Source: an optimization exercise on an open RTL-to-GDS flow (aim: small area, a short achievable clock period and few clock cycles). Production flows keep margins and buffers that such runs may drop.
No functional check of the RTL was part of any run shown here.
Power figures rest on the tool's default switching activity, not on a simulated workload.

## flow/config.mk

```make
export PLATFORM = sky130hd
export DESIGN_NAME = mat_ops_seq
export DESIGN_NICKNAME = mat_ops_seq
export VERILOG_FILES = /design/flow/design.v
export SDC_FILE = /design/flow/constraint.sdc
export NUM_CORES = 4
export LEC_CHECK = 0
export CAP_MARGIN = 20
export CORE_MARGIN = 2
export CORE_UTILIZATION = 40
export PLACE_DENSITY = 0.6
export SETUP_SLACK_MARGIN = 5
export SLEW_MARGIN = 20
```

## flow/constraint.sdc

```tcl
create_clock -name core_clock -period 10.0 [get_ports {clk}]
set_input_delay 2.0000 -clock core_clock [delete_from_list [all_inputs] [get_ports {clk}]]
set_output_delay 2.0000 -clock core_clock [all_outputs]
set_load 0.01 [all_outputs]
```

## flow/design.v

```verilog
package mat_ops_pkg;
  typedef enum logic [1:0] {
    OP_ADD = 2'd0,
    OP_SUB = 2'd1,
    OP_TRN = 2'd2,
    OP_MUL = 2'd3
  } op_t;
  function automatic int unsigned elem_off(input int unsigned r, input int unsigned c,
                                           input int unsigned n, input int unsigned w);
    elem_off = (n * n - 1 - (r * n + c)) * w;
  endfunction
endpackage
module mat_mac
#(
  parameter int unsigned W = 16
) (
  input  logic           run,
  input  logic [W-1:0]   acc,
  input  logic [4*W-1:0] x,
  input  logic [W:0]     p01,
  input  logic [W:0]     p23,
  input  logic [7:0]     d,       
  input  logic [W-1:0]   p,
  input  logic [W-1:0]   q,
  input  logic           cin,
  output logic [W-1:0]   sum,
  output logic           cout,    
  output logic           big      
);
  function automatic logic [W:0] pick(input logic sa, input logic sb, input logic [W-1:0] xa,
                                      input logic [W-1:0] xb, input logic [W:0] pab);
    pick = ({(W+1){sa & ~sb}} & {1'b0, xa}) | ({(W+1){sb & ~sa}} & {1'b0, xb}) |
           ({(W+1){sa & sb}} & pab);
  endfunction
  logic [W:0] u0, v0, u1, v1;
  assign u0 = pick(d[0], d[2], x[0 +: W], x[W +: W], p01);
  assign u1 = pick(d[1], d[3], x[0 +: W], x[W +: W], p01);
  assign v0 = pick(d[4], d[6], x[2*W +: W], x[3*W +: W], p23);
  assign v1 = pick(d[5], d[7], x[2*W +: W], x[3*W +: W], p23);
  logic [W-1:0] o0, o1, o2, o3, o4;
  assign o0 = acc;
  assign o1 = u0[W-1:0];
  assign o2 = v0[W-1:0];
  assign o3 = {u1[W-2:0], 1'b0};
  assign o4 = {v1[W-2:0], 1'b0};
  logic [W-1:0] s1, c1, s2, c2, s3, c3;
  assign s1 = o1 ^ o2 ^ o3;
  assign c1 = (o1 & o2) | (o1 & o3) | (o2 & o3);
  assign s2 = s1 ^ {c1[W-2:0], 1'b0} ^ o4;
  assign c2 = (s1 & {c1[W-2:0], 1'b0}) | (s1 & o4) | ({c1[W-2:0], 1'b0} & o4);
  assign s3 = s2 ^ {c2[W-2:0], 1'b0} ^ o0;
  assign c3 = (s2 & {c2[W-2:0], 1'b0}) | (s2 & o0) | ({c2[W-2:0], 1'b0} & o0);
  logic [W:0] fa, fb;
  logic [W+1:0] fs;
  assign fa = run ? {s3, 1'b1} : {p, 1'b1};
  assign fb = run ? {c3[W-2:0], 1'b0, 1'b0} : {q, cin};
  assign fs = {1'b0, fa} + {1'b0, fb};
  assign sum  = fs[W:1];
  assign cout = fs[W+1];
  assign big  = u0[W] | v0[W] | u1[W] | u1[W-1] | v1[W] | v1[W-1] |
                c1[W-1] | c2[W-1] | c3[W-1] | cout;
endmodule
module mat_ops_seq
#(
  parameter int unsigned N = 4,
  parameter int unsigned W = 16
) (
  input  logic             clk,
  input  logic             rst,
  input  logic             start,
  input  logic [1:0]       op,
  input  logic [N*N*W-1:0] a,
  input  logic [N*N*W-1:0] b,
  output logic             busy,
  output logic             done,
  output logic [N*N*W-1:0] result,
  output logic             ovf
);
  localparam int unsigned FW = N * N * W;
  function automatic int unsigned off(input int unsigned r, input int unsigned c);
    off = mat_ops_pkg::elem_off(r, c, N, W);
  endfunction
  logic            run;         
  logic [FW-1:0]   as_q;        
  logic [FW-1:0]   bs_q;        
  logic [N*N-1:0]  lost_q;      
  logic [N-1:0][1:0][W:0] p_q;   
  logic [FW-1:0]   res_q;
  logic            ovf_q;
  logic is_sub, is_trn, is_mul;
  assign is_sub = (op == 2'd1);
  assign is_trn = (op == 2'd2);
  assign is_mul = (op == 2'd3);
  logic [N-1:0][N-1:0][W-1:0] total;
  logic [N*N-1:0] big;        
  logic [N*N-1:0] carry;      
  for (genvar r = 0; r < N; r++) begin : g_r
    logic [4*W-1:0] x;
    for (genvar k = 0; k < N; k++) begin : g_k
      assign x[k*W +: W] = as_q[off(r, k) +: W];
    end
    for (genvar c = 0; c < N; c++) begin : g_c
      logic [7:0]   d;
      logic         lost_hit;
      logic [W-1:0] q;
      logic         mbig;
      always_comb begin
        lost_hit = 1'b0;
        for (int unsigned k = 0; k < N; k++) begin
          d[2*k +: 2] = bs_q[off(k, c) +: 2];
          lost_hit = lost_hit | (lost_q[r*N + k] & (|bs_q[off(k, c) +: 2]));
        end
      end
      if (c % 2 == 0) begin : g_pair
        assign q = is_mul ? a[off(r, c + 1) +: W] : (b[off(r, c) +: W] ^ {W{is_sub}});
      end else begin : g_nopair
        assign q = b[off(r, c) +: W] ^ {W{is_sub}};
      end
      mat_mac #(.W(W)) u_mac (
        .run   (run),
        .acc   (res_q[off(r, c) +: W]),
        .x     (x),
        .p01   (p_q[r][0]),
        .p23   (p_q[r][1]),
        .d     (d),
        .p     (a[off(r, c) +: W]),
        .q     (q),
        .cin   (is_sub),
        .sum   (total[r][c]),
        .cout  (carry[r*N + c]),
        .big   (mbig)
      );
      assign big[r*N + c] = mbig | lost_hit;
    end
  end
  logic last;
  always_comb begin
    last = 1'b1;
    for (int unsigned i = 0; i < N * N; i++) begin
      if (|bs_q[i*W + 2 +: W - 2]) last = 1'b0;
    end
  end
  always_ff @(posedge clk) begin
    for (int unsigned r = 0; r < N; r++) begin
      for (int unsigned c = 0; c < N; c++) begin
        if (run) begin
          res_q[off(r, c) +: W] <= total[r][c];
        end else if (is_trn) begin
          res_q[off(r, c) +: W] <= a[off(c, r) +: W];
        end else if (is_mul) begin
          res_q[off(r, c) +: W] <= '0;
        end else begin
          res_q[off(r, c) +: W] <= total[r][c];
        end
      end
    end
    if (run) begin
      ovf_q <= ovf_q | (|big);
    end else begin
      ovf_q <= (op == 2'd0) ? (|carry) : is_sub ? ~(&carry) : 1'b0;
    end
    for (int unsigned r = 0; r < N; r++) begin
      if (run) begin
        p_q[r][0] <= p_q[r][0] << 2;
        p_q[r][1] <= p_q[r][1] << 2;
      end else begin
        p_q[r][0] <= {carry[r*N], total[r][0]};
        p_q[r][1] <= {carry[r*N + 2], total[r][2]};
      end
    end
    for (int unsigned i = 0; i < N * N; i++) begin
      if (run) begin
        as_q[i*W +: W] <= as_q[i*W +: W] << 2;
        bs_q[i*W +: W] <= bs_q[i*W +: W] >> 2;
        lost_q[N*N-1-i] <= lost_q[N*N-1-i] | (|as_q[i*W + W - 2 +: 2]);
      end else begin
        as_q[i*W +: W] <= a[i*W +: W];
        bs_q[i*W +: W] <= b[i*W +: W];
        lost_q[N*N-1-i] <= 1'b0;
      end
    end
  end
  always_ff @(posedge clk) begin
    if (rst) begin
      run  <= 1'b0;
      done <= 1'b0;
    end else if (run) begin
      run  <= !last;
      done <= last;
    end else begin
      run  <= start && is_mul;
      done <= start && !is_mul;
    end
  end
  assign busy   = run;
  assign result = res_q;
  assign ovf    = ovf_q;
endmodule
```

## flow/run.sh

```bash
#!/bin/bash
# synth_recipe.tcl (not shown) runs the flow's synth.tcl, then flattens the netlist and writes it again
# the make line also repeats each setting of config.mk as NAME=value (left out here)
make -C /OpenROAD-flow-scripts/flow DESIGN_CONFIG=/design/flow/config.mk WORK_HOME=/design/flow/orfs CLKGATE_MAP_FILE= SYNTH_SCRIPT=/design/flow/synth_recipe.tcl finish
```

==> flow_metrics.py, run 1 <==
metrics = {
    "routing": {
        "wl_per_cell_um": 42.63,
        "wl_um": 595400,
        "first_pass_iters": 13,
        "drc_errors": 0,
        "vias": 97300,
        "first_iter_violations": 16380,
        "viasPerCell": 6.966,
        "postRouteAntennaNets": 0,
    },
    "synth": {
        "async_flop_share": 0,
        "synth_warnings": 2,
        "yosysUniqueCellTypes": 79,
        "ys_seq_elements": 923,
        "synth_edf_count": 0,
        "syn_area_per_cell_um2": 8.651,
        "synth_area_leader_cell": "dfxtp_1",
        "synth_fp_nets": 11610,
        "synthesis.instances": 10070,
        "yosysTopAreaCellShare": 0.2122,
        "synthesis.area_um2": 87100,
        "seq_area_frac_synth": 0.2122,
        "synthFlopType": "dfxtp_1",
        "synth_top_cells_by_area": "dfxtp_1 21%, fa_1 17%, mux2_2 15%",
    },
    "finish": {
        "drive_above_1_share": 0.2902,
        "fill_cells": 19730,
        "stdcell_count": 13970,
        "final_nets": 12450,
        "area_growth_pct": 33.65,
        "final_common_cell": "nand2_1",
        "postLayoutCoreUtil": 0.5371,
        "final_cell_mix": "1519 x nand2_1, 1157 x mux2_2, 890 x dfxtp_1, 773 x clkdlybuf4s50_1, 668 x fa_1",
    },
    "place": {
        "io_buffers": 775,
        "dp_hpwl_um": 395000,
        "placed_cells": 12950,
        "place.gp.congestion": 1.075,
    },
    "floorplanning": {
        "start_util": 0.4019,
        "std_cell_rows": 171,
        "die_h_um": 470.6,
        "io-pin-count": 776,
        "core_um2": 216700,
        "dieArea_um2": 221500,
        "die_x_um": 470.6,
    },
    "grt": {
        "grt_first_pass_wirelength_um": 772200,
        "grt_overflow_total": 0,
        "antenna_found_initial": 83,
        "globalRouteTotalUtil": 0.5055,
        "use_met3": 0.2921,
        "grt-busiest-layer": "met2",
        "grt_use_met1": 0.6116,
        "grt.met2_usage": 0.6420,
        "grt_max_degree": 172,
        "grt_pass1_vias": 89280,
    },
    "min_path": {
        "hold_class": "register to register",
    },
    "clocking": {
        "clkSlewWorstSetupHoldPaths_ps": 70,
        "numCtsBuffers": 119,
        "clock_sinks": 923,
        "clock_path_buffers": 3,
        "ctsHoldBuffers": 0,
        "clock-root-buffer": "clkbuf_16",
        "insertion_delay_ps": 910,
        "htreeDepth": 3,
        "cts_tree": "yes",
    },
    "setup_path": {
        "cp_num_buf_inv": 3,
        "required_ps": 10710,
        "cp-end-kind": "register",
        "cp_top_family": "compound AO/OA/AOI/OAI gates",
        "cpPeakStageDelay_ps": 930,
        "crit_path_max_fanout": 5,
        "critical_path_class": "input port to register",
        "crit_chain": "clkdlybuf4s50_1 > inv_1 > mux2i_1 > nor2_1 > a21oi_1 > o21ai_0 > ha_1 > nand2_1 > o21ai_1 > o21ai_0 > o211ai_1 > buf_4 > a31oi_4 > nor4_2 > nand4_1 > or4b_1 > nor3_2 > nor3b_1",
        "cp-start-kind": "input port",
        "slowest_stage": "a21oi_1",
        "cpMostUsedCell": "o21ai_0",
        "cp.arrival_ps": 6520,
    },
    "power_and_ir_drop": {
        "power.density_nw_per_um2": 261.1,
        "vdd_drop_max_mv": 0.1911,
        "leakagePower_nw": 48.23,
    },
    "sta": {
        "slew_headroom": -0.05404,
        "fin_crit_sh": 0.5811,
        "tightest_slew_ps": 1581,
        "grt_setup_unrepaired": "yes",
        "timing.hold.ws_ps": 450.8,
        "slew_violations": 73,
        "finalHoldViolations": 0,
        "finalSetupViolCount": 0,
        "period_minus_slack_ps": 5811,
        "fmaxAchievable_ghz": 0.1721,
        "fin_skew_ps": 110.8,
        "setup_tns_ps": 0,
    },
    "run": {
        "maxCapViolations": 0,
    },
    "status": {
        "violatedChecks": "max-slew violations",
        "status": "finished with violations",
    },
}
## final timing paths
path	to	slack, ps	depth (start not counted)	start
max	ovf_q	4190	18	b[217]
min	bs_q[182]	450	1	bs_q[184]
max reg2reg	ovf_q	4250	19	bs_q[112]
min reg2reg	bs_q[182]	450	1	bs_q[184]
## kinds of logic (layout without fill, tap and decap cells)
kind of cell,Yosys count,after routing,synth area share
AND/OR/NAND/NOR,2655,2658,0.1329
buffers and inverters,1493,2430,0.06440
AO/OA/AOI/OAI,2386,2386,0.1867
adder cells (fa/ha/maj),1024,1024,0.2092
XOR/XNOR,325,325,0.03268
flip-flops,923,923,0.2122
other,0,105,0
multiplexers,1262,1262,0.1619
## where the power goes
| part | switching, mW | total (mW) | internal, mW |
|---|---|---|---|
| logic | 10.2 | 18.5 | 8.33 |
| registers | 2.40 | 6.99 | 4.59 |
| clock network | 2.11 | 4.87 | 2.75 |
| total | 14.7 | 30.4 | 15.7 |
## Yosys cell counts (all sizes together) (97+ instances only)
library cell	count
a21o	105
a21oi	223
a221oi	97
a22o	356
a22oi	589
clkbuf	840
dfxtp	923
fa	720
ha	304
inv	565
mux2	1177
nand2	1593
nand3	268
nor2	302
nor2b	119
o21ai	722
xor2	229
## metal layers
metal / vias up / part of all wire
met1: 47740 / 0.35
met3: 2768 / 0.18
met5: - / 0.0040
li1: 37100 / -
met4: 68 / 0.10
met2: 9625 / 0.36
## flip-flops by register name, indices dropped and copies added (netlist names)
name	flops
lost_q	16
ovf_q	1
bs_q	256
p_q	136
done	1
as_q	256
run	1
res_q	256
## metrics by stage
stage	total power, mW	instance area [um^2]	setup slack, ps
3_5_place_dp	21.62	97040	1800
2_1_floorplan	14.84	87530	4757
6_report	30.40	116400	4189
5_1_grt	31.34	116200	4185
4_1_cts	27.92	109900	4450
3_3_place_gp	21.54	97020	1756
## final cells by class
class	instances	area, um^2	area share
inverters	566	2155	0.01851
flip-flops and latches	923	18590	0.1597
clock inverters	59	823.3	0.007073
well taps	2854	3571	0.03068
clock buffers	166	3406	0.02926
diodes	105	262.8	0.002257
multi-input cells	7655	68630	0.5895
repair buffers	1639	18970	0.1630
## what timing repair did
| action | in CTS | in global routing |
|---|---|---|
| pin swaps | 222 | 432 |
| gates resized for setup | 754 | 823 |
| gates cloned | 61 | 13 |
| buffers inserted | 340 | 268 |
| endpoints found under the setup margin | 321 | 181 |
==> run 2: changes to the inputs <==
--- a/flow/design.v
+++ b/flow/design.v
@@ -23,10 +23,9 @@
   input  logic [W-1:0]   p,
   input  logic [W-1:0]   q,
   input  logic           cin,
-  output logic [W-1:0]   sum,
-  output logic           cout,    
-  output logic           big      
+  output logic [W+3:0]   total
 );
+  localparam int unsigned TW = W + 4;
   function automatic logic [W:0] pick(input logic sa, input logic sb, input logic [W-1:0] xa,
                                       input logic [W-1:0] xb, input logic [W:0] pab);
     pick = ({(W+1){sa & ~sb}} & {1'b0, xa}) | ({(W+1){sb & ~sa}} & {1'b0, xb}) |
@@ -37,28 +36,24 @@
   assign u1 = pick(d[1], d[3], x[0 +: W], x[W +: W], p01);
   assign v0 = pick(d[4], d[6], x[2*W +: W], x[3*W +: W], p23);
   assign v1 = pick(d[5], d[7], x[2*W +: W], x[3*W +: W], p23);
-  logic [W-1:0] o0, o1, o2, o3, o4;
-  assign o0 = acc;
-  assign o1 = u0[W-1:0];
-  assign o2 = v0[W-1:0];
-  assign o3 = {u1[W-2:0], 1'b0};
-  assign o4 = {v1[W-2:0], 1'b0};
-  logic [W-1:0] s1, c1, s2, c2, s3, c3;
+  logic [TW-1:0] o0, o1, o2, o3, o4;
+  assign o0 = TW'(acc);
+  assign o1 = TW'(u0);
+  assign o2 = TW'(v0);
+  assign o3 = TW'(u1) << 1;
+  assign o4 = TW'(v1) << 1;
+  logic [TW-1:0] s1, c1, s2, c2, s3, c3;
   assign s1 = o1 ^ o2 ^ o3;
-  assign c1 = (o1 & o2) | (o1 & o3) | (o2 & o3);
-  assign s2 = s1 ^ {c1[W-2:0], 1'b0} ^ o4;
-  assign c2 = (s1 & {c1[W-2:0], 1'b0}) | (s1 & o4) | ({c1[W-2:0], 1'b0} & o4);
-  assign s3 = s2 ^ {c2[W-2:0], 1'b0} ^ o0;
-  assign c3 = (s2 & {c2[W-2:0], 1'b0}) | (s2 & o0) | ({c2[W-2:0], 1'b0} & o0);
-  logic [W:0] fa, fb;
-  logic [W+1:0] fs;
-  assign fa = run ? {s3, 1'b1} : {p, 1'b1};
-  assign fb = run ? {c3[W-2:0], 1'b0, 1'b0} : {q, cin};
-  assign fs = {1'b0, fa} + {1'b0, fb};
-  assign sum  = fs[W:1];
-  assign cout = fs[W+1];
-  assign big  = u0[W] | v0[W] | u1[W] | u1[W-1] | v1[W] | v1[W-1] |
-                c1[W-1] | c2[W-1] | c3[W-1] | cout;
+  assign c1 = ((o1 & o2) | (o1 & o3) | (o2 & o3)) << 1;
+  assign s2 = s1 ^ c1 ^ o4;
+  assign c2 = ((s1 & c1) | (s1 & o4) | (c1 & o4)) << 1;
+  assign s3 = s2 ^ c2 ^ o0;
+  assign c3 = ((s2 & c2) | (s2 & o0) | (c2 & o0)) << 1;
+  logic [TW:0] fa, fb, fs;
+  assign fa = run ? {s3, 1'b1} : {TW'(p), 1'b1};
+  assign fb = run ? {c3, 1'b0} : {TW'(q), cin};
+  assign fs = fa + fb;
+  assign total = fs[TW:1];
 endmodule
 module mat_ops_seq
 #(
@@ -91,7 +86,7 @@
   assign is_sub = (op == 2'd1);
   assign is_trn = (op == 2'd2);
   assign is_mul = (op == 2'd3);
-  logic [N-1:0][N-1:0][W-1:0] total;
+  logic [N-1:0][N-1:0][W+3:0] total;
   logic [N*N-1:0] big;        
   logic [N*N-1:0] carry;      
   for (genvar r = 0; r < N; r++) begin : g_r
@@ -103,7 +98,6 @@
       logic [7:0]   d;
       logic         lost_hit;
       logic [W-1:0] q;
-      logic         mbig;
       always_comb begin
         lost_hit = 1'b0;
         for (int unsigned k = 0; k < N; k++) begin
@@ -126,11 +120,10 @@
         .p     (a[off(r, c) +: W]),
         .q     (q),
         .cin   (is_sub),
-        .sum   (total[r][c]),
-        .cout  (carry[r*N + c]),
-        .big   (mbig)
+        .total (total[r][c])
       );
-      assign big[r*N + c] = mbig | lost_hit;
+      assign big[r*N + c]   = (|total[r][c][W+3:W]) | lost_hit;
+      assign carry[r*N + c] = total[r][c][W];
     end
   end
   logic last;
@@ -144,13 +137,13 @@
     for (int unsigned r = 0; r < N; r++) begin
       for (int unsigned c = 0; c < N; c++) begin
         if (run) begin
-          res_q[off(r, c) +: W] <= total[r][c];
+          res_q[off(r, c) +: W] <= total[r][c][W-1:0];
         end else if (is_trn) begin
           res_q[off(r, c) +: W] <= a[off(c, r) +: W];
         end else if (is_mul) begin
           res_q[off(r, c) +: W] <= '0;
         end else begin
-          res_q[off(r, c) +: W] <= total[r][c];
+          res_q[off(r, c) +: W] <= total[r][c][W-1:0];
         end
       end
     end
@@ -164,8 +157,8 @@
         p_q[r][0] <= p_q[r][0] << 2;
         p_q[r][1] <= p_q[r][1] << 2;
       end else begin
-        p_q[r][0] <= {carry[r*N], total[r][0]};
-        p_q[r][1] <= {carry[r*N + 2], total[r][2]};
+        p_q[r][0] <= total[r][0][W:0];
+        p_q[r][1] <= total[r][2][W:0];
       end
     end
     for (int unsigned i = 0; i < N * N; i++) begin
==> flow_metrics.py, run 2 <==
metrics = {
    "status": {
        "status": "finished clean",
    },
    "setup_path": {
        "reg2reg_from": "bs_q[81]",
        "cp-start-kind": "register",
        "crit_path_max_fanout": 51,
        "cp.arrival_ps": 7340,
        "cp-startpoint": "bs_q[81]",
        "critical_path_class": "register to register",
        "required_ps": 10760,
        "reg2reg_depth": 19,
        "cp-end-kind": "register",
    },
    "synth": {
        "synth_top_cells_by_area": "dfxtp_1 20%, fa_1 16%, mux2_2 15%",
        "synthFlopType": "dfxtp_1",
        "yosysTopAreaCellShare": 0.1969,
        "synth_fp_nets": 12680,
        "ys_seq_elements": 923,
        "seq_area_frac_synth": 0.1969,
        "synth_warnings": 2,
        "yosysUniqueCellTypes": 90,
        "synthesis.instances": 11010,
        "yosysMostFrequentCell": "nand2_1",
        "syn_area_per_cell_um2": 8.525,
        "synthesis.area_um2": 93830,
        "async_flop_share": 0,
        "synth_common_cells": "1674 x nand2_1, 1254 x mux2_2, 923 x dfxtp_1",
        "synth_area_leader_cell": "dfxtp_1",
        "synth_edf_count": 0,
    },
    "floorplanning": {
        "die_x_um": 488.3,
        "core_um2": 233000,
        "std_cell_rows": 177,
        "die_h_um": 488.3,
        "io-pin-count": 776,
        "dieArea_um2": 238500,
        "start_util": 0.4027,
    },
    "power_and_ir_drop": {
        "leakagePower_nw": 51.18,
        "power.density_nw_per_um2": 259.1,
        "vdd_drop_max_mv": 0.2058,
    },
    "clocking": {
        "ctsHoldBuffers": 0,
        "clock_sinks": 923,
        "insertion_delay_ps": 880,
        "clkSlewWorstSetupHoldPaths_ps": 80,
        "numCtsBuffers": 120,
        "cts_tree": "yes",
        "clock-root-buffer": "clkbuf_16",
        "clock_path_buffers": 3,
        "htreeDepth": 3,
    },
    "sta": {
        "timing.hold.ws_ps": 479.0,
        "fmaxAchievable_ghz": 0.1521,
        "grt_setup_unrepaired": "yes",
        "slew_violations": 0,
        "fin_skew_ps": 39.18,
        "tightest_slew_ps": 1324,
        "slew_headroom": 0.1083,
        "setup_tns_ps": 0,
        "fin_crit_sh": 0.6575,
        "finalSetupViolCount": 0,
        "period_minus_slack_ps": 6575,
        "finalHoldViolations": 0,
    },
    "finish": {
        "top_regs": "as_q: 256 flops, bs_q: 256 flops, res_q: 256 flops",
        "fill_cells": 21650,
        "area_growth_pct": 32.08,
        "final_cell_mix": "1587 x nand2_1, 1247 x mux2_2, 890 x dfxtp_1, 773 x clkdlybuf4s50_1, 712 x fa_1",
        "final_common_cell": "nand2_1",
        "final_nets": 13470,
        "drive_above_1_share": 0.2812,
    },
    "place": {
        "place.gp.congestion": 1.069,
        "dp_hpwl_um": 452200,
        "io_buffers": 775,
    },
    "min_path": {
        "holdPathStages": 1,
        "min_from": "bs_q[44]",
        "hold_class": "register to register",
    },
    "grt": {
        "globalRouteTotalUtil": 0.5250,
        "grt_overflow_total": 0,
        "grt_max_degree": 192,
        "antenna_found_initial": 97,
        "grt_pass1_vias": 98980,
        "grt_first_pass_wirelength_um": 857700,
    },
    "run": {
        "maxCapViolations": 0,
    },
    "routing": {
        "first_pass_iters": 9,
        "postRouteAntennaNets": 0,
        "wl_per_cell_um": 43.38,
        "drc_errors": 0,
        "viasPerCell": 6.894,
        "first_iter_violations": 15530,
        "wl_um": 656300,
        "vias": 104300,
    },
}
## run 2: cell types whose count changed after synthesis, sizes merged, moves of 67 or more
cell	before	now
ha	304	384
mux2	1177	1256
nand2	1593	1674
inv	565	691
and2	13	92
mux2i	85	18
nand3	268	350
a21oi	223	302
## run 2: kinds of logic after synthesis
logic type / synth area share
AND/OR/NAND/NOR: 0.1406
XOR/XNOR: 0.03454
adder cells (fa/ha/maj): 0.2151
flip-flops: 0.1969
AO/OA/AOI/OAI: 0.1934
multiplexers: 0.1527
buffers and inverters: 0.06682
## run 2: metrics by stage
stage	utilization	worst slack (ps)	instances	power (mW)	cell area, um^2
3_3_place_gp	0.4475	1767	14150	22.77	104300
5_1_grt	0.5311	3398	15050	33.27	123700
6_report	0.5319	3425	15130	32.12	123900
4_1_cts	0.5108	3755	14810	29.96	119000
2_1_floorplan	-	4033	11010	15.76	94210
3_5_place_dp	0.4478	1794	14150	22.88	104300
## run 2: report_power, final
part	total [mW]	switching [mW]	internal (mW)
logic	20.1	11.2	8.92
registers	6.95	2.36	4.59
clock network	5.03	2.12	2.91
## run 2: layout make-up
class / count / area, um^2 / share of cell area
multi-input cells: 8422 / 75380 / 0.6082
repair buffers: 1638 / 18820 / 0.1518
flip-flops and latches: 923 / 18580 / 0.1499
well taps: 3132 / 3919 / 0.03162
clock buffers: 166 / 3448 / 0.02783
inverters: 691 / 2611 / 0.02107
clock inverters: 61 / 933.4 / 0.007532
diodes: 96 / 240.2 / 0.001938
## run 2: path summary, 6_finish.rpt
kind	to	slack (ps)
worst min register to register	bs_q[42]	480
worst max register to register	ovf_q	3420
worst min-delay path	bs_q[42]	480
worst max-delay path	ovf_q	3420
## run 2: critical path, cell delays in order, from the launching register on
cell and delay (ps):
dfxtp_4 770, nor2b_4 290, buf_12 230, a22oi_1 280, fa_1 590, inv_1 100, fa_1 420, and2_1 240
ha_1 450, a21oi_1 280, o22ai_1 130, nor2_2 200, nand4_1 140, or4_4 590, nor4_2 290, and4b_1 250
nand4_1 180, nor4_2 200, a31oi_1 120, a211o_1 290
## run 2: timing repair
item                                     CTS  global route
gates resized for setup                 1066           615
gates cloned                              61             8
endpoints found under the setup margin   298           205
setup buffers                            364           219
pin swaps                                273           325
## run 2: metal layers
metal / GRT usage / routed length [um]
met3: 0.2169 / 94970
met1: 0.6005 / 222500
met4: 0.5093 / 81910
met5: 0.007757 / 1248
met2: 0.7276 / 255700

-- re-timing with driven ports --
The flow's constraints put no driver on any port. The routed layouts listed below were extracted and timed again, unchanged, in two steps. Step 1 sets driving cells, clkbuf_16 on the clock port and buf_2 on the other inputs (assumed; they add their load-dependent delay and slew). Step 2 moves the port delays by t, midway between the first and last clock arrival at a register: inputs arrive t later, outputs are due t later. That takes back most of the time a late clock gives input paths. a / b / c = ideal ports / drivers / drivers and shift; a / b = the first two.
run | t (ns) | slack for setup (ns) | hold slack, ns | slew at the worst register clock pin (ns)
run 1 | 0.954 | 4.189 / 4.019 / 3.065 | 0.451 / 0.451 / 0.451 | 0.07 / 0.07
run 2 | 0.970 | 3.425 / 3.425 / 2.762 | 0.479 / 0.479 / 0.479 | 0.08 / 0.08
The setup slack of run 1, which loses most, moves by -0.170 ns with the drivers and by -1.124 ns with both steps.
